This design comes from an exercise in tuning for small area, a short achievable clock period and few clock cycles per item on the open sky130 flow, not from production work. The RTL was checked by simulation tests, not by an equivalence proof against the original design. Power figures rest on the tool's default switching activity, not on a simulated workload.

==> flow/design.v <==
module key_expansion_engine (
    input  logic         clk,
    input  logic         rst,
    input  logic [127:0] key_in,
    input  logic         key_valid,
    output logic         key_ready,
    input  logic         abort,
    output logic [31:0]  rk_word,
    output logic [5:0]   rk_index,
    output logic [3:0]   rk_round,
    output logic         rk_valid,
    input  logic         rk_ready,
    output logic         rk_last,
    output logic         busy
);
    logic [31:0] s0, s1, s2, s3;
    logic [5:0]  idx;
    logic        busy_q;    
    logic        valid_q;   
    logic        ready_q;   
    logic        last_q;
    function automatic logic [7:0] sbox(input logic [7:0] a);
        logic U0, U1, U2, U3, U4, U5, U6, U7;
        logic T1, T2, T3, T4, T5, T6, T7, T8, T9, T10, T11, T12;
        logic T13, T14, T15, T16, T17, T18, T19, T20, T21, T22, T23, T24;
        logic T25, T26, T27;
        logic M1, M2, M3, M4, M5, M6, M7, M8, M9, M10, M11, M12;
        logic M13, M14, M15, M16, M17, M18, M19, M20, M21, M22, M23, M24;
        logic M25, M26, M27, M28, M29, M30, M31, M32, M33, M34, M35, M36;
        logic M37, M38, M39, M40, M41, M42, M43, M44, M45, M46, M47, M48;
        logic M49, M50, M51, M52, M53, M54, M55, M56, M57, M58, M59, M60;
        logic M61, M62, M63;
        logic L0, L1, L2, L3, L4, L5, L6, L7, L8, L9, L10, L11;
        logic L12, L13, L14, L15, L16, L17, L18, L19, L20, L21, L22, L23;
        logic L24, L25, L26, L27, L28, L29;
        logic S0, S1, S2, S3, S4, S5, S6, S7;
        {U0, U1, U2, U3, U4, U5, U6, U7} = a;
        T1 = U0 ^ U3;
        T2 = U0 ^ U5;
        T3 = U0 ^ U6;
        T4 = U3 ^ U5;
        T5 = U4 ^ U6;
        T6 = T1 ^ T5;
        T7 = U1 ^ U2;
        T8 = U7 ^ T6;
        T9 = U7 ^ T7;
        T10 = T6 ^ T7;
        T11 = U1 ^ U5;
        T12 = U2 ^ U5;
        T13 = T3 ^ T4;
        T14 = T6 ^ T11;
        T15 = T5 ^ T11;
        T16 = T5 ^ T12;
        T17 = T9 ^ T16;
        T18 = U3 ^ U7;
        T19 = T7 ^ T18;
        T20 = T1 ^ T19;
        T21 = U6 ^ U7;
        T22 = T7 ^ T21;
        T23 = T2 ^ T22;
        T24 = T2 ^ T10;
        T25 = T20 ^ T17;
        T26 = T3 ^ T16;
        T27 = T1 ^ T12;
        M1 = T13 & T6;
        M2 = T23 & T8;
        M3 = T14 ^ M1;
        M4 = T19 & U7;
        M5 = M4 ^ M1;
        M6 = T3 & T16;
        M7 = T22 & T9;
        M8 = T26 ^ M6;
        M9 = T20 & T17;
        M10 = M9 ^ M6;
        M11 = T1 & T15;
        M12 = T4 & T27;
        M13 = M12 ^ M11;
        M14 = T2 & T10;
        M15 = M14 ^ M11;
        M16 = M3 ^ M2;
        M17 = M5 ^ T24;
        M18 = M8 ^ M7;
        M19 = M10 ^ M15;
        M20 = M16 ^ M13;
        M21 = M17 ^ M15;
        M22 = M18 ^ M13;
        M23 = M19 ^ T25;
        M24 = M22 ^ M23;
        M25 = M22 & M20;
        M26 = M21 ^ M25;
        M27 = M20 ^ M21;
        M28 = M23 ^ M25;
        M29 = M28 & M27;
        M30 = M26 & M24;
        M31 = M20 & M23;
        M32 = M27 & M31;
        M33 = M27 ^ M25;
        M34 = M21 & M22;
        M35 = M24 & M34;
        M36 = M24 ^ M25;
        M37 = M21 ^ M29;
        M38 = M32 ^ M33;
        M39 = M23 ^ M30;
        M40 = M35 ^ M36;
        M41 = M38 ^ M40;
        M42 = M37 ^ M39;
        M43 = M37 ^ M38;
        M44 = M39 ^ M40;
        M45 = M42 ^ M41;
        M46 = M44 & T6;
        M47 = M40 & T8;
        M48 = M39 & U7;
        M49 = M43 & T16;
        M50 = M38 & T9;
        M51 = M37 & T17;
        M52 = M42 & T15;
        M53 = M45 & T27;
        M54 = M41 & T10;
        M55 = M44 & T13;
        M56 = M40 & T23;
        M57 = M39 & T19;
        M58 = M43 & T3;
        M59 = M38 & T22;
        M60 = M37 & T20;
        M61 = M42 & T1;
        M62 = M45 & T4;
        M63 = M41 & T2;
        L0 = M61 ^ M62;
        L1 = M50 ^ M56;
        L2 = M46 ^ M48;
        L3 = M47 ^ M55;
        L4 = M54 ^ M58;
        L5 = M49 ^ M61;
        L6 = M62 ^ L5;
        L7 = M46 ^ L3;
        L8 = M51 ^ M59;
        L9 = M52 ^ M53;
        L10 = M53 ^ L4;
        L11 = M60 ^ L2;
        L12 = M48 ^ M51;
        L13 = M50 ^ L0;
        L14 = M52 ^ M61;
        L15 = M55 ^ L1;
        L16 = M56 ^ L0;
        L17 = M57 ^ L1;
        L18 = M58 ^ L8;
        L19 = M63 ^ L4;
        L20 = L0 ^ L1;
        L21 = L1 ^ L7;
        L22 = L3 ^ L12;
        L23 = L18 ^ L2;
        L24 = L15 ^ L9;
        L25 = L6 ^ L10;
        L26 = L7 ^ L9;
        L27 = L8 ^ L10;
        L28 = L11 ^ L14;
        L29 = L11 ^ L17;
        S0 = L6 ^ L24;
        S1 = ~(L16 ^ L26);
        S2 = ~(L19 ^ L28);
        S3 = L6 ^ L21;
        S4 = L20 ^ L22;
        S5 = L25 ^ L29;
        S6 = ~(L13 ^ L27);
        S7 = ~(L6 ^ L23);
        sbox = {S0, S1, S2, S3, S4, S5, S6, S7};
    endfunction
    function automatic logic [7:0] rcon_of(input logic [3:0] r);
        if (r[3]) rcon_of = r[0] ? 8'h36 : 8'h1b;
        else      rcon_of = 8'h01 << r[2:0];
    endfunction
    logic [3:0]  ph;        
    logic [7:0]  sb_q, sb;
    always_comb begin
        ph = 4'b0000;
        ph[idx[1:0]] = 1'b1;
    end
    logic [31:0] f;
    always_ff @(posedge clk) begin
        if (!busy_q)
            sb_q <= key_in[23:16];
        else if (rk_ready)
            sb_q <= ({8{ph[0]}} & s3[15:8])
                  | ({8{ph[1]}} & s2[7:0])
                  | ({8{ph[2]}} & s1[31:24])
                  | ({8{ph[3]}} & (s0[23:16] ^ s3[23:16]));
    end
    assign sb = sbox(sb_q);
    assign f = {{8{ph[0]}} & (sb ^ rcon_of(idx[5:2])),
                {8{ph[1]}} & sb,
                {8{ph[2]}} & sb,
                {8{ph[3]}} & sb};
    always_ff @(posedge clk) begin
        if (!busy_q) begin
            s0 <= key_in[127:96];
            s1 <= key_in[95:64];
            s2 <= key_in[63:32];
            s3 <= key_in[31:0];
        end else if (rk_ready) begin
            s0 <= s1 ^ {24'h0, f[7:0]};
            s1 <= s2 ^ {16'h0, f[15:0]};
            s2 <= s3 ^ {8'h0, f[23:0]};
            s3 <= s0 ^ ({32{!ph[0]}} & s3) ^ f;
        end
    end
    always_ff @(posedge clk) begin
        if (rst || abort) begin
            busy_q  <= 1'b0;
            valid_q <= 1'b0;
            ready_q <= 1'b1;
            idx     <= 6'd0;
            last_q  <= 1'b0;
        end else if (!busy_q) begin
            busy_q  <= key_valid;
            valid_q <= key_valid;
            ready_q <= !key_valid;
            idx     <= 6'd0;
            last_q  <= 1'b0;
        end else if (rk_ready) begin
            if (last_q) begin
                busy_q  <= 1'b0;
                valid_q <= 1'b0;
                ready_q <= 1'b1;
            end
            idx    <= idx + 6'd1;
            last_q <= (idx == 6'd42);
        end
    end
    assign key_ready = ready_q;
    assign busy      = valid_q;
    assign rk_valid  = valid_q;
    assign rk_word   = s0;
    assign rk_index  = idx;
    assign rk_round  = idx[5:2];
    assign rk_last   = last_q;
endmodule
export LEC_CHECK = 0
export ABC_AREA = 1
export CAP_MARGIN = 20
export CORE_MARGIN = 2
export CORE_UTILIZATION = 40
export CTS_BUF_LIST = sky130_fd_sc_hd__clkbuf_8
export SLEW_MARGIN = 20
export TNS_END_PERCENT = 0
create_clock -name core_clock -period 18.0 [get_ports {clk}]
standard.sh (not shown) runs the stock make flow with config.mk's settings and CLKGATE_MAP_FILE= SYNTH_SCRIPT=/design/flow/synth_recipe.tcl, a recipe that flattens the netlist after the stock synthesis.
==> flow/flow/run.sh <==
#!/bin/bash
# Standard ORFS layout (the standard.sh: standard synthesis, floorplan,
# power grid, placement, CTS, routing), with two changes to how it is made:
# the port buffers are buf_1 cells (the resizer upsizes them where timing
# needs it), and the resizer's timing repair aims for extra setup slack so
# that it sizes the critical paths. The SDC (clock period, I/O delays, loads)
# is the design's, unchanged.
set -euo pipefail
bash standard.sh \
  SETUP_SLACK_MARGIN=13.5 \
  "BUFFER_PORTS_ARGS=-buffer_cell sky130_fd_sc_hd__buf_1" \
  finish > make_finish.log 2>&1
Testbench counts at the start, summed over its fixed seeds: cycles 5,760, keys 128.
==> next run, changes <==
--- a/flow/design.v
+++ b/flow/design.v
@@ -15,6 +15,7 @@
 );
     logic [31:0] s0, s1, s2, s3;
     logic [5:0]  idx;
+    logic [3:0]  ph;        
     logic        busy_q;    
     logic        valid_q;   
     logic        ready_q;   
@@ -169,23 +170,15 @@
         if (r[3]) rcon_of = r[0] ? 8'h36 : 8'h1b;
         else      rcon_of = 8'h01 << r[2:0];
     endfunction
-    logic [3:0]  ph;        
-    logic [7:0]  sb_q, sb;
+    logic [7:0]  sb_in, sb;
+    logic [31:0] f;
     always_comb begin
-        ph = 4'b0000;
-        ph[idx[1:0]] = 1'b1;
+        sb_in = ({8{ph[0]}} & s3[23:16])
+              | ({8{ph[1]}} & s2[15:8])
+              | ({8{ph[2]}} & s1[7:0])
+              | ({8{ph[3]}} & s0[31:24]);
+        sb = sbox(sb_in);
     end
-    logic [31:0] f;
-    always_ff @(posedge clk) begin
-        if (!busy_q)
-            sb_q <= key_in[23:16];
-        else if (rk_ready)
-            sb_q <= ({8{ph[0]}} & s3[15:8])
-                  | ({8{ph[1]}} & s2[7:0])
-                  | ({8{ph[2]}} & s1[31:24])
-                  | ({8{ph[3]}} & (s0[23:16] ^ s3[23:16]));
-    end
-    assign sb = sbox(sb_q);
     assign f = {{8{ph[0]}} & (sb ^ rcon_of(idx[5:2])),
                 {8{ph[1]}} & sb,
                 {8{ph[2]}} & sb,
@@ -209,12 +202,14 @@
             valid_q <= 1'b0;
             ready_q <= 1'b1;
             idx     <= 6'd0;
+            ph      <= 4'b0001;
             last_q  <= 1'b0;
         end else if (!busy_q) begin
             busy_q  <= key_valid;
             valid_q <= key_valid;
             ready_q <= !key_valid;
             idx     <= 6'd0;
+            ph      <= 4'b0001;
             last_q  <= 1'b0;
         end else if (rk_ready) begin
             if (last_q) begin
@@ -223,6 +218,7 @@
                 ready_q <= 1'b1;
             end
             idx    <= idx + 6'd1;
+            ph     <= {ph[2:0], ph[3]};
             last_q <= (idx == 6'd42);
         end
     end
After rerunning: Power climbs by roughly a tenth. Count of clock-buffer cells in the layout does not change. Sequential share of layout area drops by 2.1 points. Wire length climbs by a few percent. Maximum frequency drops slightly. Cell area climbs by a few percent. Die area drops slightly.
Testbench counts after the change, summed over its fixed seeds: cycles 5,760, keys 128.

==> re-timing with driven ports <==
In the flow no input, the clock included, has a driving cell. The finished layouts below were timed again as built, in two steps.
Step 1: set_driving_cell puts a clkbuf_16 on clk and a buf_2 on each other input, an assumption about the parent block.
Step 2 adds t to the input delays and takes it off the output delays; t is the mean of the earliest and latest rising clock arrival at the registers after step 1. Input paths then give back, and output paths get back, about the clock's delay inside the block.
a / b / c = no drivers / after step 1 / after step 2; a / b = the first two.
run | t (ns) | setup WS [ns] | slew at the worst register clock pin (ns) | worst data-port slew with drivers (ns)
the first run | 0.500 | 13.338 / 13.296 / 12.944 | 0.10 / 0.10 | 0.07
the second run | 0.496 | 13.274 / 13.231 / 12.829 | 0.10 / 0.10 | 0.05
After both steps setup and hold are still met in every run listed. For the second run, which loses most, drivers alone change the setup slack by -0.043 ns; drivers and shift together by -0.445 ns.
